From an optimization exercise on the open Yosys and OpenROAD flow, aimed at small area, a short achievable clock period and few clock cycles; shortcuts taken in it are not production practice. The RTL was checked by simulation tests, not by an equivalence proof against the original design. Power figures rest on the tool's default switching activity, not on a simulated workload.

$ cat flow/design.v
`timescale 1ns/1ps
package char_draw_pkg;
    localparam int GLYPH_COLS = 5;
    localparam int GLYPH_ROWS = 9;
    localparam int BOX_COLS = GLYPH_COLS + 1;
    localparam int BOX_ROWS = GLYPH_ROWS + 1;
    typedef logic [9:0]  pixel_x_t;       
    typedef logic [8:0]  pixel_y_t;       
    typedef logic [18:0] vga_addr_t;      
    typedef logic [7:0]  color_id_t;      
    typedef logic [7:0]  char_code_t;
    typedef logic [3:0]  glyph_size_t;    
    typedef logic [GLYPH_COLS-1:0] glyph_row_t;
    typedef logic [GLYPH_ROWS*GLYPH_COLS-1:0] glyph_bitmap_t;
    typedef enum logic [1:0] {
        MODE_PLACE    = 2'd0,    
        MODE_STYLE    = 2'd1,    
        MODE_FULL     = 2'd2,
        MODE_FULL_ALT = 2'd3
    } cmd_mode_e;
endpackage
`timescale 1ns/1ps
`timescale 1ns/1ps
module glyph_enc (
    input  logic [7:0] char_code,
    output logic [4:0] gidx
);
    always_comb begin
        case (char_code)
            8'h30: gidx = 5'd0;
            8'h31: gidx = 5'd1;
            8'h32: gidx = 5'd2;
            8'h33: gidx = 5'd3;
            8'h34: gidx = 5'd4;
            8'h35: gidx = 5'd5;
            8'h36: gidx = 5'd6;
            8'h37: gidx = 5'd7;
            8'h38: gidx = 5'd8;
            8'h39: gidx = 5'd9;
            8'h3A: gidx = 5'd10;
            8'h41: gidx = 5'd11;
            8'h43: gidx = 5'd12;
            8'h44: gidx = 5'd13;
            8'h45: gidx = 5'd14;
            8'h47: gidx = 5'd15;
            8'h49: gidx = 5'd16;
            8'h4B: gidx = 5'd17;
            8'h4C: gidx = 5'd18;
            8'h4D: gidx = 5'd19;
            8'h4E: gidx = 5'd20;
            8'h4F: gidx = 5'd0;
            8'h50: gidx = 5'd21;
            8'h52: gidx = 5'd22;
            8'h53: gidx = 5'd23;
            8'h54: gidx = 5'd24;
            8'h56: gidx = 5'd25;
            8'h59: gidx = 5'd26;
            default: gidx = 5'd27;   
        endcase
    end
endmodule
module glyph_rom (
    input  logic [4:0] gidx,
    input  logic [3:0] row,
    output logic [4:0] bits
);
    logic [44:0] bitmap;
    always_comb begin
        case (gidx)
            5'd0: bitmap = 45'b01110_10001_10001_10001_10001_10001_10001_10001_01110;
            5'd1: bitmap = 45'b00100_01100_00100_00100_00100_00100_00100_00100_01110;
            5'd2: bitmap = 45'b01110_10001_10001_00001_00010_00100_01000_10000_11111;
            5'd3: bitmap = 45'b01110_10001_10001_00001_00110_00001_10001_10001_01110;
            5'd4: bitmap = 45'b00010_00110_00110_01010_01010_10010_11111_00010_00010;
            5'd5: bitmap = 45'b11111_10000_10000_11110_10001_00001_00001_10001_01110;
            5'd6: bitmap = 45'b00110_01000_10000_11110_10001_10001_10001_10001_01110;
            5'd7: bitmap = 45'b11111_10001_00001_00010_00010_00010_00100_00100_00100;
            5'd8: bitmap = 45'b01110_10001_10001_10001_01110_10001_10001_10001_01110;
            5'd9: bitmap = 45'b01110_10001_10001_10001_01111_00001_00001_00010_01100;
            5'd10: bitmap = 45'b00000_00000_00100_00000_00000_00000_00000_00100_00000;
            5'd11: bitmap = 45'b00100_01010_10001_10001_11111_10001_10001_10001_10001;
            5'd12: bitmap = 45'b01110_10001_10000_10000_10000_10000_10000_10001_01110;
            5'd13: bitmap = 45'b11110_10001_10001_10001_10001_10001_10001_10001_11110;
            5'd14: bitmap = 45'b11111_10000_10000_10000_11111_10000_10000_10000_11111;
            5'd15: bitmap = 45'b01110_10001_10000_10000_10000_10111_10001_10011_01101;
            5'd16: bitmap = 45'b01110_00100_00100_00100_00100_00100_00100_00100_01110;
            5'd17: bitmap = 45'b10001_10010_10100_11000_11000_10100_10010_10001_10001;
            5'd18: bitmap = 45'b10000_10000_10000_10000_10000_10000_10000_10000_11111;
            5'd19: bitmap = 45'b10001_11011_10101_10001_10001_10001_10001_10001_10001;
            5'd20: bitmap = 45'b10001_11001_10101_10011_10001_10001_10001_10001_10001;
            5'd21: bitmap = 45'b11110_10001_10001_10001_11110_10000_10000_10000_10000;
            5'd22: bitmap = 45'b11110_10001_10001_10001_11110_10100_10010_10001_10001;
            5'd23: bitmap = 45'b01110_10001_10000_11000_01110_00011_00001_10001_01110;
            5'd24: bitmap = 45'b11111_00100_00100_00100_00100_00100_00100_00100_00100;
            5'd25: bitmap = 45'b10001_10001_10001_10001_10001_10001_10001_01010_00100;
            5'd26: bitmap = 45'b10001_10001_01010_01010_00100_00100_00100_00100_00100;
            5'd27: bitmap = 45'b00000_00000_00000_00000_00000_00000_00000_00000_01111;
            default: bitmap = 45'd0;
        endcase
        case (row)
            4'd1: bits = bitmap[44:40];
            4'd2: bits = bitmap[39:35];
            4'd3: bits = bitmap[34:30];
            4'd4: bits = bitmap[29:25];
            4'd5: bits = bitmap[24:20];
            4'd6: bits = bitmap[19:15];
            4'd7: bits = bitmap[14:10];
            4'd8: bits = bitmap[9:5];
            4'd9: bits = bitmap[4:0];
            default: bits = 5'b00000;
        endcase
    end
endmodule
`timescale 1ns/1ps
`timescale 1ns/1ps
`timescale 1ns/1ps
`timescale 1ns/1ps
module char_draw_top #(
    parameter int SCREEN_W = 640,
    parameter int SCREEN_H = 480
) (
    input  logic                       clk,
    input  logic                       rst,
    input  char_draw_pkg::pixel_x_t    x,
    input  char_draw_pkg::pixel_y_t    y,
    input  char_draw_pkg::char_code_t  code,
    input  char_draw_pkg::glyph_size_t size,
    input  logic [1:0]                 mode,
    input  char_draw_pkg::color_id_t   idata_fg,
    input  char_draw_pkg::color_id_t   idata_bg,
    input  logic                       idata_vld,
    output logic                       odone,
    output char_draw_pkg::vga_addr_t   oaddr,
    output char_draw_pkg::color_id_t   odata,
    output logic                       owren
);
    char_draw_pkg::pixel_x_t      origin_x;
    char_draw_pkg::pixel_y_t      origin_y;
    char_draw_pkg::char_code_t    char_code;
    char_draw_pkg::glyph_size_t   glyph_size;
    char_draw_pkg::color_id_t     fg_color;
    char_draw_pkg::color_id_t     bg_color;
    logic        busy;        
    logic        init1;       
    logic        init2;       
    logic        init3;       
    logic [1:0]  nb_cy;       
    logic [4:0]  gidx;        
    logic [4:0]  gidx_d;
    logic        scan_vld;    
    logic [11:0] nb_hi;       
    logic [3:0]  sx;          
    logic [2:0]  col;         
    logic [3:0]  sy;          
    logic [3:0]  crn;         
    logic [4:0]  grow;        
    logic [4:0]  gnext;       
    logic        s_rowstart;  
    logic        s_bit;       
    logic [4:0]  rom_bits;
    logic        accept;
    logic        row_end;
    logic        last_pix;
    assign accept   = idata_vld && !busy;
    assign row_end  = (col == 3'd5) && (sx == 4'd0);
    assign last_pix = row_end && (sy == 4'd0) && (crn == 4'd10);
    always_ff @(posedge clk) begin
        if (rst) begin
            origin_x  <= '0;
            origin_y  <= '0;
            char_code <= '0;
        end else if (accept && mode != 2'd1) begin
            origin_x  <= x;
            origin_y  <= y;
            char_code <= code;
        end
    end
    always_ff @(posedge clk) begin
        if (!busy) begin
            glyph_size <= size;
            fg_color   <= idata_fg;
            bg_color   <= idata_bg;
        end
    end
    always_ff @(posedge clk) begin
        if (rst) begin
            busy     <= 1'b0;
            init1    <= 1'b0;
            init2    <= 1'b0;
            init3    <= 1'b0;
            scan_vld <= 1'b0;
            owren    <= 1'b0;
            odone    <= 1'b0;
        end else begin
            init1 <= accept && mode != 2'd0;
            init2 <= init1;
            init3 <= init2;
            owren <= scan_vld;
            odone <= scan_vld && last_pix;
            if (accept && mode != 2'd0)
                busy <= 1'b1;
            else if (scan_vld && last_pix)
                busy <= 1'b0;
            if (init3)
                scan_vld <= 1'b1;
            else if (last_pix)
                scan_vld <= 1'b0;
        end
    end
    glyph_enc u_glyph_enc (
        .char_code (char_code),
        .gidx      (gidx_d)
    );
    glyph_rom u_glyph_rom (
        .gidx (gidx),
        .row  (crn),
        .bits (rom_bits)
    );
    always_ff @(posedge clk) begin
        gidx <= gidx_d;
    end
    always_ff @(posedge clk) begin
        gnext <= rom_bits;
        if (init3) begin
            sx         <= glyph_size;
            col        <= 3'd0;
            sy         <= glyph_size;
            crn        <= 4'd1;
            grow       <= 5'd0;
            s_rowstart <= 1'b1;
            s_bit      <= 1'b0;
        end else begin
            s_rowstart <= row_end;
            if (sx == 4'd0) begin
                sx <= glyph_size;
                if (row_end) begin
                    col   <= 3'd0;
                    s_bit <= 1'b0;
                    if (sy == 4'd0) begin
                        sy   <= glyph_size;
                        crn  <= crn + 4'd1;
                        grow <= gnext;
                    end else begin
                        sy <= sy - 4'd1;
                    end
                end else begin
                    col   <= col + 3'd1;
                    s_bit <= grow[3'd4 - col];
                end
            end else begin
                sx <= sx - 4'd1;
            end
        end
    end
    always_ff @(posedge clk) begin
        if (init1)
            {nb_cy, nb_hi[3:0]} <= {2'b00, origin_y[1:0], 2'b00} + {2'b00, origin_y[3:0]} + {3'd0, origin_x[9:7]};
        else if (init2)
            {nb_cy, nb_hi[7:4]} <= {2'b00, origin_y[5:2]} + {2'b00, origin_y[7:4]} + {4'd0, nb_cy};
        else if (init3)
            nb_hi[11:8] <= {1'b0, origin_y[8:6]} + {3'd0, origin_y[8]} + {2'd0, nb_cy};
        else if (scan_vld && s_rowstart)
            nb_hi <= nb_hi + 12'd5;
        if (s_rowstart)
            oaddr <= {nb_hi, origin_x[6:0]};
        else
            oaddr <= oaddr + 19'd1;
        odata <= s_bit ? fg_color : bg_color;
    end
endmodule
$ cat flow/flow/run.sh
#!/bin/bash
# The standard layout, with plain buffers on the ports in place of the delay-cell
# buffers buffer_ports picks by default. Each tool's output goes to the ORFS logs
# under orfs/logs/; make's own output goes to make_finish.log here.
set -euo pipefail
export BUFFER_PORTS_ARGS="-buffer_cell sky130_fd_sc_hd__buf_1"
bash standard.sh finish > make_finish.log 2>&1
$ cat flow/standard.sh
#!/bin/bash
# synth_recipe.tcl (not shown) runs the flow's synth.tcl, then flattens the netlist and writes it again
# the make line also repeats each setting of config.mk as NAME=value (left out here)
make -C /OpenROAD-flow-scripts/flow DESIGN_CONFIG=/design/flow/config.mk WORK_HOME=/design/flow/orfs CLKGATE_MAP_FILE= SYNTH_SCRIPT=/design/flow/synth_recipe.tcl "${@:-finish}"
$ cat flow/config.mk
export PLATFORM = sky130hd
export DESIGN_NAME = char_draw_top
export DESIGN_NICKNAME = char_draw_top
export VERILOG_FILES = /design/flow/design.v
export SDC_FILE = /design/flow/constraint.sdc
export NUM_CORES = 4
export LEC_CHECK = 0
export CAP_MARGIN = 20
export CORE_MARGIN = 2
export CORE_UTILIZATION = 40
export CTS_BUF_LIST = sky130_fd_sc_hd__clkbuf_4 sky130_fd_sc_hd__clkbuf_8
export SETUP_SLACK_MARGIN = 3.0
export SLEW_MARGIN = 20
export SYNTH_MEMORY_MAX_BITS = 16384
$ cat flow/constraint.sdc
create_clock -name core_clock -period 5.0 [get_ports {clk}]
set_input_delay 1.0000 -clock core_clock [delete_from_list [all_inputs] [get_ports {clk}]]
set_output_delay 1.0000 -clock core_clock [all_outputs]
set_load 0.01 [all_outputs]
==> summary.txt, run 1 <==
Setup path
  • Setup crit start: gidx[0]
  • CP Capture Type: register
  • Worst endpoint required time: 5.31 ns
  • Reg2Reg Setup Slack: 2.97 ns
  • CP max stage delay: 0.51 ns
  • Worst endpoint data arrival time: 2.34 ns
  • Critical path class: reg2reg
  • Crit path depth: 9
  • R2R Path End: gnext[3]
  • WP buf/inv: 3
  • R2R depth: 9
  • Reg2reg start: gidx[0]
  • Critical Path Start Type: register
  • Slowest-stage cell, CP: or4_1
  • Critical path's top delay family: simple AND/OR/NAND/NOR gates
  • CP cell instances: buf_8 > buf_8 > ha_4 > buf_6 > nand4b_1 > a211oi_2 > a21oi_1 > nand3_1 > or4_1
  • Max FO, Critical Path: 7
  • Critical Path Sink: gnext[3]
  • Most frequent CP cell: buf_8

Layout
  • Diode count: 0
  • Commonest non-fill, non-tap cells in the layout: 123 x nand2_1, 61 x dfxtp_1, 61 x buf_1
  • Design area: 9030 µm²
  • Layout cells sized above 1: 21.5%
  • Commonest non-fill, non-tap cell in the layout: nand2_1
  • Area Overhead vs Synth: 21.4%
  • Final layout net count: 1032

Synthesis
  • Synth cell types: 75
  • Yosys top cell area share: 24.0%
  • Synthesized Nets: 945
  • Synth area leaders: dfxtp_1 24%, edfxtp_1 15%, nand2_1 6.4%
  • Synth area leader: dfxtp_1
  • YS warnings: 3
  • Ys flop type: dfxtp_1
  • Post-synthesis sequential area ratio: 39.3%
  • Synthesized area: 7440 µm²
  • Post-synth EDFFs: 38
  • Seq cells post-synth: 127
  • Cells after synthesis: 852
  • Synth async-reset ratio: 0%
  • Syn_area_per_cell: 8.73 µm²

Global route
  • Met2 Use GR: 27.1%
  • Largest net degree at the start of global routing: 56
  • GR Util met3: 5.47%
  • Met1 GRT Util: 24.5%
  • All-Layer GR Usage: 18.3%
  • First-pass GRT wire length: 29300 µm
  • Initial antenna violation count: 0
  • Vias in the first global route: 5947
  • GR Overflow Total: 0
  • Layer with the highest usage: met2

Timing
  • Fin crit period: 2.03 ns
  • Worst relative slew slack: 62.4%
  • Final Skew: 0.0122 ns
  • Period utilization: 40.6%
  • Worst slack on hold paths: 0.453 ns
  • Slew Limit Fails: 0
  • F_max: 493 MHz
  • Setup TNS: 0 ns
  • Final setup fails: 0
  • RSZ-0062 raised after global routing: true
  • Worst-margin pin slew: 0.564 ns
  • Fin. Hold Viols: 0

Power
  • Comb power frac: 22.7%
  • Seq pwr share: 46.6%
  • Switch share: 30.3%
  • Leakage: 0.00339 µW
  • Max VDD drop: 0.328 mV
  • Power Density: 340 nW/µm²
  • Internal: 2140 µW
  • P_sw: 932 µW
  • Clk pwr share: 30.7%

Drt
  • Vias: 6605
  • Final wirelength: 18800 µm
  • Drc violations: 0
  • Initial drt markers: 488
  • Drt first pass iters: 5
  • Post-DR wirelength/cell: 15.9 µm
  • Final ANT Viol Nets: 0
  • DR vias/cell: 5.59

Floorplanning
  • Die width: 140 µm
  • Initial Utilization: 41.1%
  • Row cnt: 49
  • Die height: 140 µm
  • Die Footprint: 19700 µm²
  • IO Pins: 81
  • CORE AREA: 18100 µm²

Clock network
  • Clk root buf: clkbuf_8
  • Reg clk slew, reported paths: 0.07 ns
  • CTS sink count: 127
  • CTS tree: yes
  • H-tree depth: 4
  • Hold buffer count at cts: 0
  • Latest clock arrival within the worst-skew pair: 0.44 ns
  • CTS buffer count: 17
  • CTS Buffer Depth: 2

Placement
  • Placed Area: 7850 µm²
  • GP Congestion: 0.933
  • Dpl hpwl: 12200 µm
  • Port buffer count: 80

Outcome
  • Status: timing/DRC/antenna clean

Hold path
  • Hold crit path type: reg2reg

Run
  • Maxcap violations: 0
sequential cells by signal (all words and copies together), names as in the netlist, 5 cells and up:
name / flops
gidx: 5
nb_hi: 12
char_code: 8
odata: 8
fg_color: 8
gnext: 5
bg_color: 8
oaddr: 19
grow: 5
origin_y: 9
origin_x: 10
what timing repair did:
item / CTS / global route
gates cloned: 0 / 1
setup endpoints to repair: 64 / 38
gates resized for setup: 72 / 60
buffers inserted: 27 / 15
pin swaps: 15 / 21
synth_stat cells (all sizes together), types with 6 or more instances:
library cell	count
nor3	14
nand3b	9
a211oi	11
clkbuf	40
nor2b	16
a21o	6
ha	34
inv	46
fa	7
xnor2	27
o22ai	6
mux2	13
nand2	126
nor2	41
nand2b	16
mux2i	15
o211ai	9
edfxtp	38
dfxtp	89
a21oi	61
o21ai	52
and3	8
buf	21
nand4	8
xor2	16
o31ai	6
nand3	23
layout make-up:
class | instances | area [µm²]
fill | 1712 | 9060
sequential | 127 | 2980
tap | 229 | 287
clock buffer | 22 | 290
multi-input combinational | 618 | 4360
timing repair buffer | 129 | 793
inverter | 46 | 186
clock inverter | 10 | 134
power by group through the flow:
stage / combinational, µW / sequential [µW] / clock (µW)
floorplan: 449 / 1420 / 0
global placement: 625 / 1430 / 0
detailed placement: 632 / 1430 / 0
CTS: 674 / 1420 / 968
global route: 783 / 1460 / 1010
finish: 698 / 1430 / 943
routing by layer:
metal  up-vias  wire length, µm
met5         -                0
met3        65             1490
li1       3191                -
met2       314             8400
met1      3035             8250
met4         0              636
kinds of logic after synthesis:
family | synth area share (%)
AO/OA/AOI/OAI | 18.3
buffers and inverters | 5.97
flip-flops | 39.3
XOR/XNOR | 5.06
AND/OR/NAND/NOR | 19.3
multiplexers | 4.29
adder cells (fa/ha/maj) | 7.74
worst min path at each step:
| stage | start | endpoint | slack [ns] | cells after the start |
|---|---|---|---|---|
| 2_1_floorplan | origin_x[2] | oaddr[2] | 0.42 | 2 |
| 4_1_cts | origin_x[9] | origin_x[9] | 0.46 | 2 |
| 3_3_place_gp | origin_x[0] | origin_x[0] | 0.45 | 2 |
| 6_report | oaddr[0] | oaddr[0] | 0.45 | 1 |
| 3_5_place_dp | origin_x[9] | origin_x[9] | 0.45 | 2 |
| 5_1_grt | fg_color[4] | odata[4] | 0.49 | 1 |
stage by stage:
step | worst slack [ns] | util, % | std cells | total power (µW)
final | 2.97 | 49.9 | 1181 | 3070
after global routing | 2.88 | 49.9 | 1181 | 3250
after CTS | 2.95 | 48.0 | 1165 | 3060
after detailed placement | 2.43 | 43.4 | 1106 | 2060
after global placement | 2.52 | 43.4 | 1106 | 2060
after floorplan | 2.97 | - | 852 | 1870
Testbench counts, summed over its fixed seeds: cycles 175,420.
==> inputs of run 2 (changes only) <==
--- a/flow/design.v
+++ b/flow/design.v
@@ -153,7 +153,6 @@
     logic [2:0]  col;         
     logic [3:0]  sy;          
-    logic [3:0]  crn;         
-    logic [4:0]  grow;        
-    logic [4:0]  gnext;       
+    logic [3:0]  rrow;        
+    logic [4:0]  gbits;       
     logic        s_rowstart;  
     logic        s_bit;       
@@ -164,5 +163,5 @@
     assign accept   = idata_vld && !busy;
     assign row_end  = (col == 3'd5) && (sx == 4'd0);
-    assign last_pix = row_end && (sy == 4'd0) && (crn == 4'd10);
+    assign last_pix = row_end && (sy == 4'd0) && (rrow == 4'd10);
     always_ff @(posedge clk) begin
         if (rst) begin
@@ -214,5 +213,5 @@
     glyph_rom u_glyph_rom (
         .gidx (gidx),
-        .row  (crn),
+        .row  (rrow),
         .bits (rom_bits)
     );
@@ -221,14 +220,14 @@
     end
     always_ff @(posedge clk) begin
-        gnext <= rom_bits;
         if (init3) begin
             sx         <= glyph_size;
             col        <= 3'd0;
             sy         <= glyph_size;
-            crn        <= 4'd1;
-            grow       <= 5'd0;
+            rrow       <= 4'd0;
+            gbits      <= 5'd0;
             s_rowstart <= 1'b1;
             s_bit      <= 1'b0;
         end else begin
+            gbits      <= rom_bits;
             s_rowstart <= row_end;
             if (sx == 4'd0) begin
@@ -238,7 +237,5 @@
                     s_bit <= 1'b0;
                     if (sy == 4'd0) begin
-                        sy   <= glyph_size;
-                        crn  <= crn + 4'd1;
-                        grow <= gnext;
+                        sy <= glyph_size;
                     end else begin
                         sy <= sy - 4'd1;
@@ -246,5 +243,7 @@
                 end else begin
                     col   <= col + 3'd1;
-                    s_bit <= grow[3'd4 - col];
+                    s_bit <= gbits[3'd4 - col];
+                    if (col == 3'd4 && sy == 4'd0)
+                        rrow <= rrow + 4'd1;
                 end
             end else begin
==> run 2 against run 1 <==
Against the previous run: area after synthesis hardly changed; setup slack worse by 0.011 ns; wire length shrank 0.35%; clock-buffer cell count is 5 lower; sequential power shrank 4%; final cell count grew 0.34%; register-to-register slack is essentially flat; clock skew down 0.0038 ns; via count is 0.94% lower; largest cell class unchanged; critical path type unchanged; first-iteration DRC count up 39%; synthesized cell count grew 1.6%.
==> summary.txt, run 2 <==
Timing
  • Period utilization: 40.8% (+0.22 points)
  • Slew Limit Fails: 0 (unchanged)
  • Worst relative slew slack: 66.4% (+4.1 points)
  • RSZ-0062 raised after global routing: true
  • Worst-margin pin slew: 0.504 ns (-0.0596 ns)
  • Fin worst setup slack: 2.96 ns (-0.0108 ns)
  • Setup TNS: 0 ns (unchanged)
  • Final setup fails: 0 (unchanged)
  • Fin. Hold Viols: 0 (unchanged)
  • F_max: 490 MHz (-0.53%)
  • Fin crit period: 2.04 ns (+0.0108 ns)
  • Final Skew: 0.00842 ns (-0.00381 ns)

Setup path
  • Worst endpoint data arrival time: 2.22 ns (-0.12 ns)
  • CP cell instances: inv_2 > fa_1 > inv_1 > ha_1 > a21o_1 > a21oi_2 > xnor2_1 > nand2_1 > o21ai_1
  • Critical path class: reg2reg
  • CP Capture Type: register
  • Worst endpoint required time: 5.18 ns (-0.13 ns)
  • Slowest-stage cell, CP: fa_1
  • R2R Path End: nb_cy[0]
  • Critical Path Start Type: register
  • CP max stage delay: 0.54 ns (+0.03 ns)
  • R2R depth: 9 (unchanged)
  • Reg2reg start: origin_y[0]
  • WP buf/inv: 2 (-1)
  • Critical path's top delay family: adder cells
  • Reg2Reg Setup Slack: 2.96 ns (about the same)
  • Max FO, Critical Path: 3 (-4)

Global route
  • First-pass GRT wire length: 29800 µm (+1.6%)
  • All-Layer GR Usage: 18.7% (+0.38 points)
  • GR Util met3: 5.06% (-0.41 points)
  • GR Overflow Total: 0 (unchanged)
  • Initial antenna violation count: 0 (unchanged)
  • Layer with the highest usage: met2
  • Met1 GRT Util: 24.5% (+0.031 points)
  • Met2 Use GR: 29.2% (+2.0 points)
  • Largest net degree at the start of global routing: 68 (+21%)
  • Vias in the first global route: 6070 (+2.1%)

Clock network
  • CTS buffer count: 17 (unchanged)
  • Reg clk slew, reported paths: 0.08 ns (about the same)
  • H-tree depth: 4 (unchanged)
  • Hold buffer count at cts: 0 (unchanged)
  • CTS Buffer Depth: 2 (unchanged)
  • CTS sink count: 122 (-3.9%)
  • Latest clock arrival within the worst-skew pair: 0.44 ns (about the same)
  • Clk root buf: clkbuf_8
  • CTS tree: yes

Hold path
  • Worst hold start: oaddr[0]
  • Worst hold stages: 1 (unchanged)
  • Hold crit path type: reg2reg
  • Worst Hold End: oaddr[0]

Power
  • Internal: 2030 µW (-5.2%)
  • Leakage: 0.00331 µW (-2.3%)
  • Seq pwr share: 45.8% (-0.8 points)
  • Final Power: 2980 µW (-3.1%)
  • Power Density: 337 nW/µm² (-0.92%)
  • Max VDD drop: 0.219 mV (-33%)
  • P_sw: 949 µW (+1.8%)
  • Clk pwr share: 30.4% (-0.3 points)
  • Comb power frac: 23.7% (+1.0 points)
  • Switch share: 31.9% (+1.5 points)

Synthesis
  • Post-synthesis sequential area ratio: 37.9% (-1.4 points)
  • Compound-gate portion of the synthesized area: 19.7% (+1.4 points)
  • Post-synthesis simple-gate area fraction: 19.4% (+0.027 points)
  • Synthesized Nets: 966 (+2.2%)
  • Post-synth EDFFs: 38 (unchanged)
  • YS warnings: 3 (unchanged)
  • Cells after synthesis: 866 (+1.6%)
  • Combinational family with the most area after synthesis: compound AO/OA/AOI/OAI gates
  • Post-synthesis adder-cell area fraction: 8.91% (+1.2 points)
  • Commonest cells in the netlist: 128 x nand2_1, 84 x dfxtp_1, 72 x a21oi_1
  • Most numerous cell in the Yosys netlist: nand2_1
  • Synth async-reset ratio: 0% (unchanged)
  • Synth area leader: dfxtp_1
  • Synth cell types: 73 (-2.7%)
  • Seq cells post-synth: 122 (-3.9%)
  • Syn_area_per_cell: 8.59 µm² (-1.6%)
  • Yosys top cell area share: 22.6% (-1.4 points)
  • Multiplexer area fraction after synthesis: 3.60% (-0.69 points)
  • Ys flop type: dfxtp_1
  • Synthesized area: 7440 µm² (about the same)
  • Synth area leaders: dfxtp_1 23%, edfxtp_1 15%, ha_1 6.9%
  • Synth Area in XOR/XNOR: 4.59% (-0.47 points)

Placement
  • Port buffer count: 80 (unchanged)
  • Pre-CTS setup slack: 2.51 ns (+0.0733 ns)
  • GP Congestion: 0.916 (-1.8%)
  • Dpl hpwl: 12500 µm (+2.1%)

Drt
  • DR vias/cell: 5.52 (-1.3%)
  • Final ANT Viol Nets: 0 (unchanged)
  • Final wirelength: 18700 µm (-0.35%)
  • Drc violations: 0 (unchanged)
  • Initial drt markers: 680 (+39%)
  • Drt first pass iters: 6 (+1)
  • Vias: 6543 (-0.94%)
  • Post-DR wirelength/cell: 15.8 µm (-0.68%)

Floorplanning
  • Die height: 140 µm (about the same)
  • CORE AREA: 18100 µm² (unchanged)
  • Die width: 140 µm (about the same)
  • IO Pins: 81 (unchanged)
  • Initial Utilization: 41.1% (about the same)
  • Row cnt: 49 (unchanged)
  • Die Footprint: 19700 µm² (about the same)

Layout
  • Multi-input logic area: 4430 µm² (+1.6%)
  • Diode count: 0 (unchanged)
  • Final layout net count: 1043 (+1.1%)
  • Most flops, register: oaddr
  • Largest regs: oaddr (19), nb_hi (12), origin_x (10)
  • Commonest non-fill, non-tap cells in the layout: 127 x nand2_1, 71 x a21oi_1, 61 x buf_1
  • Max FFs per register: 19 (unchanged)
  • Area Overhead vs Synth: 18.7%
  • Fillers: 1721 (+0.53%)
  • Layout cells sized above 1: 18.9% (-2.6 points)
  • Sequential cell area: 2880 µm² (-3.3%)
  • Commonest non-fill, non-tap cell in the layout: nand2_1

Outcome
  • Status: timing/DRC/antenna clean

Run
  • Maxcap violations: 0 (unchanged)
==> run 2: changes by cell type in the layout (fill, tap and decap cells not counted), sizes merged, moves of 5 or more <==
cell / previous run / this run
clkbuf: 30 / 19
o21ai: 52 / 57
nand2b: 16 / 22
dfxtp: 89 / 84
a211oi: 11 / 4
a21oi: 61 / 72
ha: 34 / 41
buf: 121 / 112
==> run 2: cells by family (layout without fill, tap and decap cells) <==
group / after synthesis / in the layout
AND/OR/NAND/NOR: 297 / 297
flip-flops: 122 / 122
XOR/XNOR: 39 / 39
buffers and inverters: 105 / 195
multiplexers: 24 / 24
adder cells (fa/ha/maj): 49 / 49
AO/OA/AOI/OAI: 230 / 230
==> run 2: worst max-delay path by stage <==
stage,from,to,cells past startpoint
6_report,origin_y[0],nb_cy[0],9
3_5_place_dp,mode[1],origin_y[8],5
5_1_grt,origin_y[0],nb_cy[0],9
2_1_floorplan,gidx[0],gbits[0],10
4_1_cts,origin_x[9],nb_cy[0],9
3_3_place_gp,mode[1],char_code[1],5
==> run 2: layer usage <==
layer	routed length, µm	vias to the layer above	share of wire, %
li1	-	3222	-
met1	8490	3019	45
met2	8530	259	46
met3	1250	43	6.7
met4	440	0	2.4
met5	0	-	0
==> run 2: area by class of cell <==
| cell class | instances | area share (%) |
|---|---|---|
| sequential | 122 | 32.6 |
| clock buffer | 17 | 2.65 |
| timing repair buffer | 114 | 7.07 |
| multi-input combinational | 639 | 50.1 |
| inverter | 49 | 2.32 |
| tap | 229 | 3.24 |
| clock inverter | 15 | 1.98 |
==> run 2: power by group through the flow <==
stage	combinational, µW	clock (µW)	sequential [µW]
3_5_place_dp	617	0	1360
6_report	706	907	1370
2_1_floorplan	430	0	1350
5_1_grt	790	977	1390
3_3_place_gp	616	0	1360
4_1_cts	660	939	1350
==> run 2: what timing repair did <==
item,CTS,global route
buffers inserted,11,17
pin swaps,4,10
endpoints found under the setup margin,59,61
hold endpoints to repair,0,0
resized for setup,69,56
==> run 2: metrics by stage <==
step / cell area [µm²] / util, % / hold slack, ns / std cells
finish: 8830 / 48.8 / 0.432 / 1185
CTS: 8530 / 47.2 / 0.455 / 1168
global placement: 7870 / 43.5 / 0.441 / 1125
floorplan: 7520 / - / 0.425 / 866
detailed placement: 7870 / 43.5 / 0.440 / 1125
global route: 8830 / 48.8 / 0.447 / 1185
Testbench counts of run 2, summed over its fixed seeds: cycles 175,420.
==> inputs of run 3 (changes only) <==
--- a/flow/config.mk
+++ b/flow/config.mk
@@ -6,4 +6,5 @@
 export NUM_CORES = 4
 export LEC_CHECK = 0
+export ABC_AREA = 1
 export CAP_MARGIN = 20
 export CORE_MARGIN = 2
==> run 3 against run 2 <==
Against the previous run: non-clock buffer count decreased by 6; final area fell by 4.7%; clock skew is 0.0085 ns higher; wire length rose by 2.0%; register-to-register slack hardly changed; clock power is 4.2% lower; synthesized cell count increased by 14%; utilization shrank 0.53 points; final cell count grew 12%; first-iteration DRC count shrank 9.4%; power up 9.4%; via count up 2.6%.
==> summary.txt, run 3 <==
Placement
  • GP Congestion: 0.939 (+2.5%)
  • Pre-CTS setup slack: 1.86 ns (-0.648 ns)
  • Placed insts: 1261 (+12%)
  • Dpl hpwl: 13500 µm (+8.3%)
  • Port buffer count: 80 (unchanged)

Synthesis
  • Commonest cells in the netlist: 266 x nand2_1, 100 x inv_1, 99 x nor2_1
  • Synth async-reset ratio: 0% (unchanged)
  • Post-synthesis sequential area ratio: 39.4% (+1.5 points)
  • Cells after synthesis: 985 (+14%)
  • Synth area leader: dfxtp_1
  • Synth cell types: 43 (-41%)
  • Syn_area_per_cell: 7.27 µm² (-15%)
  • Most numerous cell in the Yosys netlist: nand2_1
  • Synthesized Nets: 1085 (+12%)
  • Post-synth EDFFs: 38 (unchanged)
  • Yosys top cell area share: 23.5% (+0.89 points)
  • Ys flop type: dfxtp_1
  • Synth area leaders: dfxtp_1 23%, edfxtp_1 16%, nand2_1 14%
  • YS warnings: 3 (unchanged)
  • Synthesized area: 7160 µm² (-3.8%)
  • Seq cells post-synth: 122 (unchanged)

Layout
  • Non-Filler Instances: 1325 (+12%)
  • Largest regs: oaddr (19), nb_hi (12), origin_x (10)
  • Max FFs per register: 19 (unchanged)
  • Commonest non-fill, non-tap cell in the layout: nand2_1
  • Fin util: 48.3% (-0.53 points)
  • Final layout net count: 1187 (+14%)
  • Commonest non-fill, non-tap cells in the layout: 266 x nand2_1, 97 x nor2_1, 91 x nand3_1
  • Fillers: 1787 (+3.8%)
  • Most flops, register: oaddr
  • Diode count: 0 (unchanged)
  • Area Overhead vs Synth: 17.6%
  • Layout cells sized above 1: 14.4% (-4.6 points)

Global route
  • Largest net degree at the start of global routing: 33 (-51%)
  • GR Overflow Total: 0 (unchanged)
  • All-Layer GR Usage: 20.8% (+2.1 points)
  • Initial antenna violation count: 0 (unchanged)
  • Vias in the first global route: 6277 (+3.4%)
  • First-pass GRT wire length: 30600 µm (+2.5%)

Clock network
  • H-tree depth: 4 (unchanged)
  • CTS tree: yes
  • Clk root buf: clkbuf_8
  • Latest clock arrival within the worst-skew pair: 0.45 ns (about the same)
  • CTS Buffer Depth: 2 (unchanged)
  • CTS sink count: 122 (unchanged)
  • CTS buffer count: 17 (unchanged)
  • Reg clk slew, reported paths: 0.08 ns (about the same)

Timing
  • Slew Limit Fails: 0 (unchanged)
  • Fin worst setup slack: 2.96 ns (+0.00450 ns)
  • Setup TNS: 0 ns (unchanged)
  • F_max: 491 MHz (+0.22%)
  • Fin crit period: 2.04 ns (-0.00450 ns)
  • Fin. Hold Viols: 0 (unchanged)
  • Worst relative slew slack: 59.5% (-6.9 points)
  • Period utilization: 40.7% (-0.090 points)
  • Final Skew: 0.0170 ns (+0.00854 ns)
  • Final setup fails: 0 (unchanged)
  • RSZ-0062 raised after global routing: true
  • Worst-margin pin slew: 0.607 ns (+0.103 ns)

Floorplanning
  • IO Pins: 81 (unchanged)
  • Initial Utilization: 41.1% (-0.042 points)
  • Row cnt: 48 (-2.0%)
  • CORE AREA: 17400 µm² (-3.7%)
  • Die width: 138 µm (-1.9%)
  • Die height: 138 µm (-1.9%)
  • Die Footprint: 19000 µm² (-3.7%)

Power
  • Power Density: 387 nW/µm² (+15%)
  • Clk pwr share: 26.7% (-3.7 points)
  • Seq pwr share: 42.8% (-3.0 points)
  • Switch share: 35.8% (+3.9 points)
  • Leakage: 0.00380 µW (+15%)
  • Comb power frac: 30.6% (+6.9 points)
  • P_sw: 1170 µW (+23%)
  • Internal: 2090 µW (+3.1%)
  • Max VDD drop: 0.239 mV (+9.4%)

Hold path
  • Worst hold start: char_code[7]
  • Hold crit path type: reg2reg
  • Worst hold stages: 1 (unchanged)
  • Worst Hold End: gidx[2]

Setup path
  • Max FO, Critical Path: 3 (unchanged)
  • CP cell instances: fa_1 > ha_2 > inv_2 > fa_2 > inv_2 > a21oi_1 > o21ai_1 > o21ai_1
  • Worst endpoint required time: 5.20 ns (+0.02 ns)
  • CP max stage delay: 0.54 ns (about the same)
  • WP buf/inv: 2 (unchanged)
  • Critical path's top delay family: adder cells
  • Reg2reg start: nb_cy[1]
  • R2R depth: 8 (-1)
  • Reg2Reg Setup Slack: 2.96 ns (about the same)
  • R2R Path End: nb_hi[7]
  • Slowest-stage cell, CP: fa_1
  • CP Capture Type: register
  • Critical path class: reg2reg
  • Setup crit start: nb_cy[1]
  • Critical Path Start Type: register
  • Worst endpoint data arrival time: 2.24 ns (+0.02 ns)

Drt
  • Final wirelength: 19100 µm (+2.0%)
  • Initial drt markers: 616 (-9.4%)
  • Drt first pass iters: 5 (-1)
  • Final ANT Viol Nets: 0 (unchanged)
  • Drc violations: 0 (unchanged)
  • Vias: 6713 (+2.6%)
  • Post-DR wirelength/cell: 14.4 µm (-8.8%)
  • DR vias/cell: 5.07 (-8.2%)

Outcome
  • Status: timing/DRC/antenna clean

Run
  • Maxcap violations: 0 (unchanged)
run 3: cells by family after synthesis:
kind of cell             synth area share (%)
AND/OR/NAND/NOR                          29.0
adder cells (fa/ha/maj)                  9.12
AO/OA/AOI/OAI                            12.6
XOR/XNOR                                 1.84
buffers and inverters                    8.02
flip-flops                               39.4
run 3: final cells by class:
type	count	area, µm²	area share, %
timing repair inverter	6	42.5	0.506
inverter	108	438	5.20
sequential	122	2880	34.2
clock inverter	14	146	1.74
clock buffer	18	241	2.87
tap	225	282	3.35
timing repair buffer	108	563	6.69
multi-input combinational	724	3830	45.5
run 3: worst max path at each step:
stage                       end  slack [ns]  cells after the start
floorplan              nb_hi[7]        3.03                      8
global placement    origin_y[8]        1.88                      6
detailed placement  origin_x[9]        1.86                      6
CTS                    nb_cy[0]        2.96                      9
global route           nb_cy[1]        2.86                      7
finish                 nb_hi[7]        2.96                      8
run 3: worst register-to-register path, delay by kind of cell, from the launching register on:
kind,cells,cell delay (ns)
adder cells (fa/ha/maj),3,1.05
flip-flops,1,0.44
buffers and inverters,2,0.11
AO/OA/AOI/OAI,3,0.20
run 3: repair_timing:
item,4_1_cts,5_1_grt
buffers inserted,13,13
gates resized for setup,68,32
gates cloned,5,1
hold buffers,0,0
setup endpoints to repair,62,29
pin swaps,7,4
run 3: metal layers:
layer	global-route usage, %	up-vias	share of wire (%)
met1	26.9	3000	45
li1	-	3440	-
met5	0	-	0
met4	7.77	0	2.6
met2	33.4	237	46
met3	5.22	36	6.7
run 3: stage by stage:
stage	cell area, µm²	hold WS (ns)	power (µW)
2_1_floorplan	7160	0.389	1970
3_3_place_gp	7590	0.408	2240
3_5_place_dp	7590	0.404	2250
4_1_cts	8250	0.412	3200
5_1_grt	8420	0.460	3490
6_report	8420	0.421	3260
run 3: power by group through the flow:
stage               logic, µW  clock network, µW  registers, µW
floorplan                 564                  0           1410
finish                    996                869           1390
global placement          843                  0           1400
global route             1130                930           1420
detailed placement        846                  0           1400
CTS                       915                885           1400
==> inputs of run 4 (changes only) <==
--- a/flow/config.mk
+++ b/flow/config.mk
@@ -11,5 +11,5 @@
 export CORE_UTILIZATION = 40
 export CTS_BUF_LIST = sky130_fd_sc_hd__clkbuf_4 sky130_fd_sc_hd__clkbuf_8
-export SETUP_SLACK_MARGIN = 3.0
+export SETUP_SLACK_MARGIN = 2.85
 export SLEW_MARGIN = 20
 export SYNTH_MEMORY_MAX_BITS = 16384
==> run 4 against run 3 <==
Against the previous run: sequential power about the same; largest power group unchanged; final area down 2.4%; via count down 1.0%; combinational power down 11%; power shrank 3.7%; critical path depth down 7; utilization fell by 1.2 points; global-route usage fell by 0.27 points.
==> summary.txt, run 4 <==
Outcome
  • Status: timing/DRC/antenna clean

Layout
  • Largest regs: oaddr (19), nb_hi (12), origin_x (10)
  • Fin util: 47.1% (-1.2 points)
  • Multi-input logic area: 3790 µm² (-0.95%)
  • Commonest non-fill, non-tap cell in the layout: nand2_1
  • Final layout net count: 1173 (-1.2%)
  • Max FFs per register: 19 (unchanged)
  • Commonest non-fill, non-tap cells in the layout: 265 x nand2_1, 99 x nor2_1, 92 x inv_1
  • Sequential cell area: 2840 µm² (-1.3%)
  • Layout cells sized above 1: 8.75% (-5.6 points)
  • Most flops, register: oaddr
  • Fillers: 1812 (+1.4%)
  • Area Overhead vs Synth: 14.7%
  • Diode count: 0 (unchanged)

Setup path
  • CP max stage delay: 0.45 ns (-0.09 ns)
  • Critical Path Start Type: register
  • Critical path's top delay family: flip-flops
  • Slowest-stage cell, CP: dfxtp_1
  • Reg2reg start: nb_cy[1]
  • CP Capture Type: primary output
  • CP cell instances: buf_1
  • R2R Path End: nb_hi[7]
  • Critical path class: reg2out
  • Max FO, Critical Path: 5 (+2)
  • Worst endpoint required time: 4.00 ns (-1.20 ns)
  • R2R depth: 8 (unchanged)
  • Worst endpoint data arrival time: 1.08 ns (-1.16 ns)
  • Reg2Reg Setup Slack: 2.92 ns (-0.04 ns)
  • WP buf/inv: 1 (-1)

Timing
  • Setup TNS: 0 ns (unchanged)
  • Worst relative slew slack: 58.1% (-1.4 points)
  • Fin crit period: 2.08 ns (+0.0408 ns)
  • Period utilization: 41.5% (+0.82 points)
  • Final setup fails: 0 (unchanged)
  • RSZ-0062 raised after global routing: false
  • Final Skew: 0.0146 ns (-0.00240 ns)
  • F_max: 482 MHz (-2.0%)
  • Slew Limit Fails: 0 (unchanged)
  • Fin. Hold Viols: 0 (unchanged)
  • Worst-margin pin slew: 0.627 ns (+0.0206 ns)

Hold path
  • Hold crit path type: reg2reg
  • Worst hold start: char_code[7]
  • Worst Hold End: gidx[2]
  • Worst hold stages: 1 (unchanged)

Power
  • Comb power frac: 28.3% (-2.3 points)
  • P_sw: 1150 µW (-1.7%)
  • Power Density: 382 nW/µm² (-1.3%)
  • Max VDD drop: 0.236 mV (-1.2%)
  • Seq pwr share: 44.1% (+1.3 points)
  • Internal: 1990 µW (-4.9%)
  • Final Power: 3140 µW (-3.7%)
  • Leakage: 0.00365 µW (-4.0%)
  • Switch share: 36.6% (+0.77 points)
  • Clk pwr share: 27.6% (+0.9 points)

Synthesis
  • Synth async-reset ratio: 0% (unchanged)
  • Seq cells post-synth: 122 (unchanged)
  • Post-synth EDFFs: 38 (unchanged)
  • Synth cell types: 43 (unchanged)
  • Synth area leader: dfxtp_1
  • Syn_area_per_cell: 7.27 µm² (unchanged)
  • YS warnings: 3 (unchanged)
  • Synth area leaders: dfxtp_1 23%, edfxtp_1 16%, nand2_1 14%
  • Most numerous cell in the Yosys netlist: nand2_1
  • Ys flop type: dfxtp_1
  • Synthesized area: 7160 µm² (unchanged)
  • Commonest cells in the netlist: 266 x nand2_1, 100 x inv_1, 99 x nor2_1
  • Synthesized Nets: 1085 (unchanged)
  • Cells after synthesis: 985 (unchanged)
  • Post-synthesis sequential area ratio: 39.4% (unchanged)
  • Yosys top cell area share: 23.5% (unchanged)

Global route
  • All-Layer GR Usage: 20.5% (-0.27 points)
  • Vias in the first global route: 6171 (-1.7%)
  • Largest net degree at the start of global routing: 32 (-3.0%)
  • GR Overflow Total: 0 (unchanged)
  • Initial antenna violation count: 0 (unchanged)
  • First-pass GRT wire length: 30100 µm (-1.3%)

Clock network
  • Latest clock arrival within the worst-skew pair: 0.44 ns (about the same)
  • Clk root buf: clkbuf_8
  • Hold buffer count at cts: 0 (unchanged)
  • CTS Buffer Depth: 2 (unchanged)
  • H-tree depth: 4 (unchanged)
  • CTS buffer count: 17 (unchanged)
  • Reg clk slew, reported paths: 0.08 ns (about the same)
  • CTS sink count: 122 (unchanged)
  • CTS tree: yes

Placement
  • Port buffer count: 80 (unchanged)
  • Dpl hpwl: 13500 µm (unchanged)
  • GP Congestion: 0.939 (unchanged)

Floorplanning
  • Die Footprint: 19000 µm² (unchanged)
  • Initial Utilization: 41.1% (unchanged)
  • Die height: 138 µm (unchanged)
  • Row cnt: 48 (unchanged)
  • CORE AREA: 17400 µm² (unchanged)
  • IO Pins: 81 (unchanged)
  • Die width: 138 µm (unchanged)

Drt
  • DR vias/cell: 5.07 (about the same)
  • Final ANT Viol Nets: 0 (unchanged)
  • Drt first pass iters: 5 (unchanged)
  • Vias: 6643 (-1.0%)
  • Post-DR wirelength/cell: 14.3 µm (-0.56%)
  • Drc violations: 0 (unchanged)
  • Initial drt markers: 571 (-7.3%)
  • Final wirelength: 18800 µm (-1.6%)

Run
  • Maxcap violations: 0 (unchanged)
-- run 4: cell count changes in the layout (fill, tap and decap cells not counted), moves of 3 or more --
cell,change
buf_1,+22
buf_4,-20
dfxtp_1,+17
dfxtp_2,-10
buf_2,-9
dfxtp_4,-7
clkbuf_2,-6
inv_1,+4
inv_2,-3
o21ai_0,+3
o21ai_1,-3
-- run 4: cell families after synthesis --
group,synth area share [%]
AOI/OAI and AO/OA,12.6
DFF,39.4
xor gates and xnor gates,1.84
and+or+nand+nor,29.0
buffers and inverters,8.02
adders and majority gates,9.12
-- run 4: power by group through the flow --
stage | registers, µW | logic [µW] | clock network, µW
floorplan | 1410 | 564 | 0
global placement | 1400 | 843 | 0
detailed placement | 1400 | 846 | 0
CTS | 1380 | 864 | 885
global route | 1410 | 1020 | 930
finish | 1380 | 889 | 865
-- run 4: worst max path at each step --
stage                          from           to  slack (ns)  cells past startpoint
after floorplan            nb_cy[1]     nb_hi[7]        3.03                      8
after global placement    idata_vld  origin_y[8]        1.88                      6
after detailed placement  idata_vld  origin_x[9]        1.86                      6
after CTS                  oaddr[3]     oaddr[3]        2.85                      1
after global routing       nb_cy[1]     nb_cy[1]        2.84                      7
final                      oaddr[9]     oaddr[9]        2.92                      1
-- run 4: repair_timing --
item	CTS	global route
cloned	4	1
setup endpoints to repair	37	44
hold endpoints to repair	0	0
pin swaps	0	2
buffers inserted	1	12
resized for setup	15	15
-- run 4: layer usage --
layer	global-route usage [%]	vias to the layer above	part of all wire, %
li1	-	3410	-
met1	26.9	2974	45
met2	32.6	221	46
met3	5.00	38	6.0
met4	7.82	0	2.4
met5	0	-	0
-- run 4: area by class of cell --
cell class | count | share of cell area (%)
Sequential cell | 122 | 34.5
Clock inverter | 14 | 1.78
Clock buffer | 18 | 2.94
Timing Repair Buffer | 95 | 5.33
Multi-Input combinational cell | 724 | 46.2
Timing Repair inverter | 5 | 0.457
Inverter | 108 | 5.33
Tap cell | 225 | 3.43
-- run 4: through the flow --
| step | cell area (µm²) | std cells | worst slack [ns] | hold WS [ns] |
|---|---|---|---|---|
| floorplan | 7160 | 985 | 3.03 | 0.389 |
| global placement | 7590 | 1261 | 1.88 | 0.408 |
| detailed placement | 7590 | 1261 | 1.86 | 0.404 |
| CTS | 8060 | 1298 | 2.85 | 0.412 |
| global route | 8210 | 1311 | 2.84 | 0.456 |
| finish | 8210 | 1311 | 2.92 | 0.411 |
==> inputs of run 5 (changes only) <==
--- a/flow/config.mk
+++ b/flow/config.mk
@@ -11,5 +11,5 @@
 export CORE_UTILIZATION = 40
 export CTS_BUF_LIST = sky130_fd_sc_hd__clkbuf_4 sky130_fd_sc_hd__clkbuf_8
-export SETUP_SLACK_MARGIN = 2.85
+export SETUP_SLACK_MARGIN = 3.15
 export SLEW_MARGIN = 20
 export SYNTH_MEMORY_MAX_BITS = 16384
==> run 5 against run 4 <==
Against the previous run: sequential cell count is the same; critical path depth grew 8; highest routed layer unchanged; die area unchanged; register-to-register slack better by 0.08 ns; hold slack improved by 0.00060 ns; setup slack improved by 0.080 ns.
==> summary.txt, run 5 <==
Clock network
  • CTS Buffer Depth: 2 (unchanged)
  • CTS sink count: 122 (unchanged)
  • CTS tree: yes
  • H-tree depth: 4 (unchanged)
  • CTS buffer count: 17 (unchanged)
  • Latest clock arrival within the worst-skew pair: 0.43 ns (about the same)
  • Hold buffer count at cts: 0 (unchanged)
  • Clk root buf: clkbuf_8
  • Reg clk slew, reported paths: 0.07 ns (about the same)

Layout
  • Diode count: 0 (unchanged)
  • Largest regs: oaddr (19), nb_hi (12), origin_x (10)
  • Max FFs per register: 19 (unchanged)
  • Commonest non-fill, non-tap cells in the layout: 262 x nand2_1, 92 x nor2_1, 84 x inv_1
  • Fin util: 51.5% (+4.3 points)
  • Most flops, register: oaddr
  • Final layout net count: 1211 (+3.2%)
  • Layout cells sized above 1: 20.4% (+12 points)
  • Area Overhead vs Synth: 25.2%
  • Commonest non-fill, non-tap cell in the layout: nand2_1
  • Fillers: 1682 (-7.2%)
  • Non-Filler Instances: 1349 (+2.9%)

Power
  • Max VDD drop: 0.284 mV (+20%)
  • Power Density: 393 nW/µm² (+2.9%)
  • Clk pwr share: 25.6% (-2.0 points)
  • Switch share: 34.5% (-2.1 points)
  • Comb power frac: 35.1% (+6.8 points)
  • Internal: 2310 µW (+16%)
  • Leakage: 0.00402 µW (+10%)
  • P_sw: 1220 µW (+6.0%)
  • Seq pwr share: 39.2% (-4.9 points)

Setup path
  • Reg2Reg Setup Slack: 3.00 ns (+0.08 ns)
  • Setup crit start: origin_y[2]
  • Critical path class: reg2reg
  • R2R Path End: nb_cy[0]
  • Worst endpoint required time: 5.19 ns (+1.19 ns)
  • CP Capture Type: register
  • Max FO, Critical Path: 3 (-2)
  • Critical Path Sink: nb_cy[0]
  • CP cell instances: inv_4 > fa_1 > inv_2 > ha_4 > a21oi_2 > o21ba_4 > xnor2_2 > nand2_1 > o21ai_1
  • Critical Path Start Type: register
  • R2R depth: 9 (+1)
  • CP max stage delay: 0.57 ns (+0.12 ns)
  • Slowest-stage cell, CP: fa_1
  • Worst endpoint data arrival time: 2.19 ns (+1.11 ns)
  • Reg2reg start: origin_y[2]

Floorplanning
  • Die Footprint: 19000 µm² (unchanged)
  • IO Pins: 81 (unchanged)
  • Row cnt: 48 (unchanged)
  • CORE AREA: 17400 µm² (unchanged)
  • Die width: 138 µm (unchanged)
  • Die height: 138 µm (unchanged)
  • Initial Utilization: 41.1% (unchanged)

Timing
  • Slew Limit Fails: 0 (unchanged)
  • RSZ-0062 raised after global routing: true
  • Setup TNS: 0 ns (unchanged)
  • Period utilization: 39.9% (-1.6 points)
  • F_max: 501 MHz (+4.0%)
  • Fin crit period: 2.00 ns (-0.0798 ns)
  • Fin. Hold Viols: 0 (unchanged)
  • Final setup fails: 0 (unchanged)
  • Final Skew: 0.00841 ns (-0.00615 ns)
  • Worst-margin pin slew: 0.513 ns (-0.114 ns)
  • Worst relative slew slack: 65.7% (+7.6 points)

Drt
  • Initial drt markers: 586 (+2.6%)
  • Final ANT Viol Nets: 0 (unchanged)
  • Final wirelength: 19600 µm (+4.1%)
  • Vias: 6781 (+2.1%)
  • DR vias/cell: 5.03 (-0.80%)
  • Post-DR wirelength/cell: 14.5 µm (+1.2%)
  • Drt first pass iters: 5 (unchanged)
  • Drc violations: 0 (unchanged)

Synthesis
  • Yosys top cell area share: 23.5% (unchanged)
  • Synth async-reset ratio: 0% (unchanged)
  • YS warnings: 3 (unchanged)
  • Most numerous cell in the Yosys netlist: nand2_1
  • Synthesized Nets: 1085 (unchanged)
  • Synth cell types: 43 (unchanged)
  • Ys flop type: dfxtp_1
  • Post-synthesis sequential area ratio: 39.4% (unchanged)
  • Post-synth EDFFs: 38 (unchanged)
  • Commonest cells in the netlist: 266 x nand2_1, 100 x inv_1, 99 x nor2_1
  • Synth area leaders: dfxtp_1 23%, edfxtp_1 16%, nand2_1 14%
  • Cells after synthesis: 985 (unchanged)
  • Synthesized area: 7160 µm² (unchanged)
  • Syn_area_per_cell: 7.27 µm² (unchanged)
  • Seq cells post-synth: 122 (unchanged)
  • Synth area leader: dfxtp_1

Hold path
  • Hold crit path type: reg2reg
  • Worst hold start: char_code[7]

Outcome
  • Status: timing/DRC/antenna clean

Placement
  • Port buffer count: 80 (unchanged)
  • Dpl hpwl: 13400 µm (-0.81%)
  • Placed insts: 1261 (unchanged)
  • GP Congestion: 0.960 (+2.2%)

Global route
  • Largest net degree at the start of global routing: 33 (+3.1%)
  • Vias in the first global route: 6257 (+1.4%)
  • All-Layer GR Usage: 20.9% (+0.41 points)
  • GR Overflow Total: 0 (unchanged)
  • Initial antenna violation count: 0 (unchanged)
  • First-pass GRT wire length: 30800 µm (+2.2%)

Run
  • Maxcap violations: 0 (unchanged)
[run 5: worst max-delay path: cells and delay by family, from the launching register on]
| family | cells | cell delay [ns] |
|---|---|---|
| flops | 1 | 0.34 |
| xor+xnor | 1 | 0.12 |
| fa+ha+maj | 2 | 0.83 |
| compound gates | 3 | 0.31 |
| buf+inv | 2 | 0.10 |
| simple gates | 1 | 0.06 |
[run 5: what timing repair did]
action	4_1_cts	5_1_grt
cloned	5	2
gates resized for setup	115	68
buffers inserted	35	14
setup endpoints to repair	92	84
pin swaps	5	27
[run 5: worst min-delay path by stage]
stage / end / slack [ns] / cells past startpoint
global placement: gidx[2] / 0.40 / 1
finish: gidx[2] / 0.41 / 1
global route: gidx[2] / 0.43 / 1
floorplan: gidx[2] / 0.39 / 1
detailed placement: gidx[2] / 0.41 / 1
CTS: gidx[2] / 0.41 / 1
[run 5: final cells by class]
type / instances / area [µm²] / share of cell area [%]
well taps: 225 / 282 / 3.14
flip-flops and latches: 122 / 2880 / 32.1
multi-input cells: 724 / 3990 / 44.5
clock buffers: 17 / 234 / 2.61
repair inverters: 7 / 50.0 / 0.558
repair buffers: 131 / 901 / 10.1
inverters: 108 / 455 / 5.08
clock inverters: 15 / 175 / 1.95
[run 5: cells by family after synthesis]
kind of cell	share of synthesized area [%]
AOI/OAI and AO/OA	12.6
xor gates and xnor gates	1.84
adders and majority gates	9.12
buffers and inverters	8.02
DFF	39.4
and+or+nand+nor	29.0
[run 5: metrics by stage]
step	worst slack, ns	hold slack, ns	total power (µW)	area, µm²
CTS	3.00	0.411	3460	8600
floorplan	3.04	0.389	1980	7170
finish	3.00	0.412	3520	8960
global route	2.91	0.428	3760	8960
detailed placement	2.20	0.406	2240	7600
global placement	2.28	0.402	2240	7600
[run 5: layer usage]
layer,GRT usage [%],up-vias,share of wire (%)
met5,0,-,0
met4,7.37,0,2.2
met3,4.64,30,6.0
met2,33.5,200,47
met1,27.8,3069,45
li1,-,3482,-
[run 5: power groups by stage]
| stage | Sequential (µW) | Clock, µW | Combinational, µW |
|---|---|---|---|
| CTS | 1380 | 927 | 1160 |
| global placement | 1400 | 0 | 841 |
| detailed placement | 1400 | 0 | 841 |
| floorplan | 1410 | 0 | 567 |
| finish | 1380 | 903 | 1240 |
| global route | 1400 | 971 | 1390 |
==> inputs of run 6 (changes only) <==
==> flow/flow/run.sh (replaced) <==
#!/bin/bash
# The standard layout with two changes: plain buffers on the ports in place of the
# delay-cell buffers buffer_ports picks by default, and power recovery after global
# routing (repair_timing -recover_power), which downsizes cells on paths that have
# slack to spare. Each tool's output goes to the ORFS logs under orfs/logs/; make's
# own output goes to make_finish.log here.
set -euo pipefail
export BUFFER_PORTS_ARGS="-buffer_cell sky130_fd_sc_hd__buf_1"
export RECOVER_POWER=100
bash standard.sh finish > make_finish.log 2>&1
--- a/flow/config.mk
+++ b/flow/config.mk
@@ -11,5 +11,5 @@
 export CORE_UTILIZATION = 40
 export CTS_BUF_LIST = sky130_fd_sc_hd__clkbuf_4 sky130_fd_sc_hd__clkbuf_8
-export SETUP_SLACK_MARGIN = 3.15
+export SETUP_SLACK_MARGIN = 3.0
 export SLEW_MARGIN = 20
 export SYNTH_MEMORY_MAX_BITS = 16384
==> run 6 against run 5 <==
Against the previous run: wire length decreased by 2.1%; clock-buffer cell count increased by 1; hold slack improved by 0.012 ns; setup slack got worse by 0.74 ns; via count decreased by 0.69%; largest power group unchanged.
==> summary.txt, run 6 <==
Timing
  • Final Skew: 0.0148 ns (+0.00635 ns)
  • Worst slack on hold paths: 0.424 ns (+0.0118 ns)
  • Final setup fails: 0 (unchanged)
  • Worst-margin pin slew: 0.983 ns (+0.471 ns)
  • RSZ-0062 raised after global routing: true
  • Worst relative slew slack: 34.1% (-32 points)
  • Period utilization: 54.8% (+15 points)
  • Slew Limit Fails: 0 (unchanged)
  • Fin. Hold Viols: 0 (unchanged)
  • Setup TNS: 0 ns (unchanged)
  • F_max: 365 MHz (-27%)
  • Fin crit period: 2.74 ns (+0.745 ns)

Floorplanning
  • Row cnt: 48 (unchanged)
  • Die height: 138 µm (unchanged)
  • Die Footprint: 19000 µm² (unchanged)
  • Die width: 138 µm (unchanged)
  • IO Pins: 81 (unchanged)
  • Initial Utilization: 41.1% (unchanged)
  • CORE AREA: 17400 µm² (unchanged)

Global route
  • Vias in the first global route: 6277 (+0.32%)
  • Largest net degree at the start of global routing: 33 (unchanged)
  • Initial antenna violation count: 0 (unchanged)
  • First-pass GRT wire length: 30600 µm (-0.81%)
  • GR Overflow Total: 0 (unchanged)
  • All-Layer GR Usage: 20.8% (-0.14 points)

Synthesis
  • Ys flop type: dfxtp_1
  • YS warnings: 3 (unchanged)
  • Post-synth EDFFs: 38 (unchanged)
  • Yosys top cell area share: 23.5% (unchanged)
  • Post-synthesis sequential area ratio: 39.4% (unchanged)
  • Syn_area_per_cell: 7.27 µm² (unchanged)
  • Synthesized Nets: 1085 (unchanged)
  • Seq cells post-synth: 122 (unchanged)
  • Synth area leader: dfxtp_1
  • Synth area leaders: dfxtp_1 23%, edfxtp_1 16%, nand2_1 14%
  • Synth cell types: 43 (unchanged)
  • Cells after synthesis: 985 (unchanged)
  • Synth async-reset ratio: 0% (unchanged)
  • Commonest cells in the netlist: 266 x nand2_1, 100 x inv_1, 99 x nor2_1
  • Most numerous cell in the Yosys netlist: nand2_1
  • Synthesized area: 7160 µm² (unchanged)

Power
  • Leakage: 0.00375 µW (-6.5%)
  • Max VDD drop: 0.242 mV (-15%)
  • Power Density: 387 nW/µm² (-1.5%)

Clock network
  • Latest clock arrival within the worst-skew pair: 0.45 ns (+0.02 ns)
  • H-tree depth: 4 (unchanged)
  • CTS Buffer Depth: 2 (unchanged)
  • CTS buffer count: 17 (unchanged)
  • Reg clk slew, reported paths: 0.08 ns (about the same)
  • Clk root buf: clkbuf_8
  • CTS tree: yes
  • Hold buffer count at cts: 0 (unchanged)
  • CTS sink count: 122 (unchanged)

Setup path
  • CP max stage delay: 0.87 ns (+0.30 ns)
  • CP cell instances: clkinvlp_2 > o21ai_0 > nand3_1 > inv_1
  • Critical path class: reg2reg
  • CP Capture Type: register
  • Worst endpoint data arrival time: 2.88 ns (+0.69 ns)
  • Worst endpoint required time: 5.14 ns (-0.05 ns)
  • R2R depth: 4 (-5)
  • Slowest-stage cell, CP: clkinvlp_2
  • Max FO, Critical Path: 22 (+19)
  • Critical Path Start Type: register

Drt
  • DR vias/cell: 5.08 (+1.1%)
  • Final wirelength: 19100 µm (-2.1%)
  • Initial drt markers: 612 (+4.4%)
  • Final ANT Viol Nets: 0 (unchanged)
  • Vias: 6734 (-0.69%)
  • Drc violations: 0 (unchanged)
  • Post-DR wirelength/cell: 14.4 µm (-0.32%)
  • Drt first pass iters: 5 (unchanged)

Run
  • Maxcap violations: 0 (unchanged)

Outcome
  • Status: timing/DRC/antenna clean

Layout
  • Most flops, register: oaddr
  • Diode count: 0 (unchanged)
  • Fillers: 1811 (+7.7%)
  • Commonest non-fill, non-tap cells in the layout: 266 x nand2_1, 98 x nor2_1, 91 x nand3_1
  • Layout cells sized above 1: 11.0% (-9.4 points)
  • Largest regs: oaddr (19), nb_hi (12), origin_x (10)
  • Commonest non-fill, non-tap cell in the layout: nand2_1
  • Area Overhead vs Synth: 16.2%
  • Fin util: 47.7% (-3.7 points)
  • Final layout net count: 1187 (-2.0%)
  • Max FFs per register: 19 (unchanged)

Placement
  • Port buffer count: 80 (unchanged)
  • GP Congestion: 0.939 (-2.2%)
  • Dpl hpwl: 13500 µm (+0.82%)

Hold path
  • Hold crit path type: reg2reg
  • Worst hold stages: 1 (unchanged)
## run 6: cell count changes in the layout (fill, tap and decap cells not counted), sizes merged
cell	change
inv	-1
buf	-35
clkinv	-2
bufinv	-1
clkbuf	+13
clkinvlp	+2
## run 6: layout make-up
type / instances / area [µm²] / share of cell area (%)
Multi-Input combinational cell: 724 / 3800 / 45.7
Sequential cell: 122 / 2840 / 34.2
Timing Repair Buffer: 108 / 542 / 6.52
Inverter: 108 / 432 / 5.19
Tap cell: 225 / 282 / 3.39
Clock buffer: 18 / 241 / 2.90
Clock inverter: 14 / 146 / 1.76
Timing Repair inverter: 6 / 35.0 / 0.421
## run 6: routing by layer
layer	share of wire, %	vias up	track usage [%]
li1	-	3436	-
met1	45	3042	26.9
met2	46	222	33.4
met3	6.1	34	5.22
met4	2.4	0	7.77
met5	0	-	0
## run 6: cell families after synthesis
kind of cell,after synthesis,share of synthesized area (%)
adder cells (fa/ha/maj),48,9.12
AND/OR/NAND/NOR,493,29.0
AO/OA/AOI/OAI,168,12.6
XOR/XNOR,15,1.84
buffers and inverters,139,8.02
flip-flops,122,39.4
## run 6: worst paths after layout
| check | start | end | slack (ns) |
|---|---|---|---|
| worst max register to register | s_rowstart | nb_hi[10] | 2.26 |
| worst max-delay path | s_rowstart | nb_hi[10] | 2.26 |
| worst min-delay path | char_code[7] | gidx[2] | 0.42 |
| worst min register to register | char_code[7] | gidx[2] | 0.42 |
## run 6: where the power goes
part	switching [µW]	internal, µW
sequential	152	1220
clock	420	449
combinational	591	384
## run 6: through the flow
| stage | cell area [µm²] | std cells | setup slack, ns | total power (µW) |
|---|---|---|---|---|
| CTS | 8250 | 1311 | 2.96 | 3200 |
| global route | 8310 | 1325 | 2.00 | 3440 |
| floorplan | 7160 | 985 | 3.03 | 1970 |
| detailed placement | 7590 | 1261 | 1.86 | 2250 |
| global placement | 7590 | 1261 | 1.88 | 2240 |
| finish | 8310 | 1325 | 2.26 | 3220 |
## run 6: worst max-delay path, delay by kind of cell (launching register included)
kind	cells	cell delay [ns]
AO/OA/AOI/OAI	1	0.42
flip-flops	1	0.85
buffers and inverters	2	1.05
AND/OR/NAND/NOR	1	0.11
## run 6: repair_timing
action / 4_1_cts / 5_1_grt
setup endpoints to repair: 62 / 29
cloned: 5 / 1
setup buffers: 13 / 13
gates resized for setup: 68 / 32
pin swaps: 7 / 4

[separate check: timing with driven ports]
How much do the figures lean on ideal ports? The routed layouts below were timed once more, with nothing changed but the port constraints.
Step 1 assumes that a clkbuf_16 drives the clock port and a buf_2 every other input.
Step 2 also shifts input and output timing later by t, the mid clock arrival at the registers, as if the neighbouring blocks saw the same clock.
Slacks: no drivers / after step 1 / after step 2; pairs: no drivers / after step 1.
run | shift t [ns] | setup WS [ns] | worst slew at a driven data input, ns
run 1 | 0.470 | 2.971 / 2.971 / 2.873 | 0.04
run 2 | 0.470 | 2.960 / 2.960 / 2.862 | 0.04
run 3 | 0.483 | 2.964 / 2.964 / 2.822 | 0.05
run 4 | 0.479 | 2.924 / 2.882 / 2.789 | 0.05
run 5 | 0.468 | 3.003 / 3.003 / 2.914 | 0.06
run 6 | 0.483 | 2.259 / 2.259 / 2.259 | 0.05
After both steps every run listed still meets setup and hold. For run 3, which loses most, drivers alone change the setup slack by 0.000 ns; drivers and shift together by -0.142 ns.
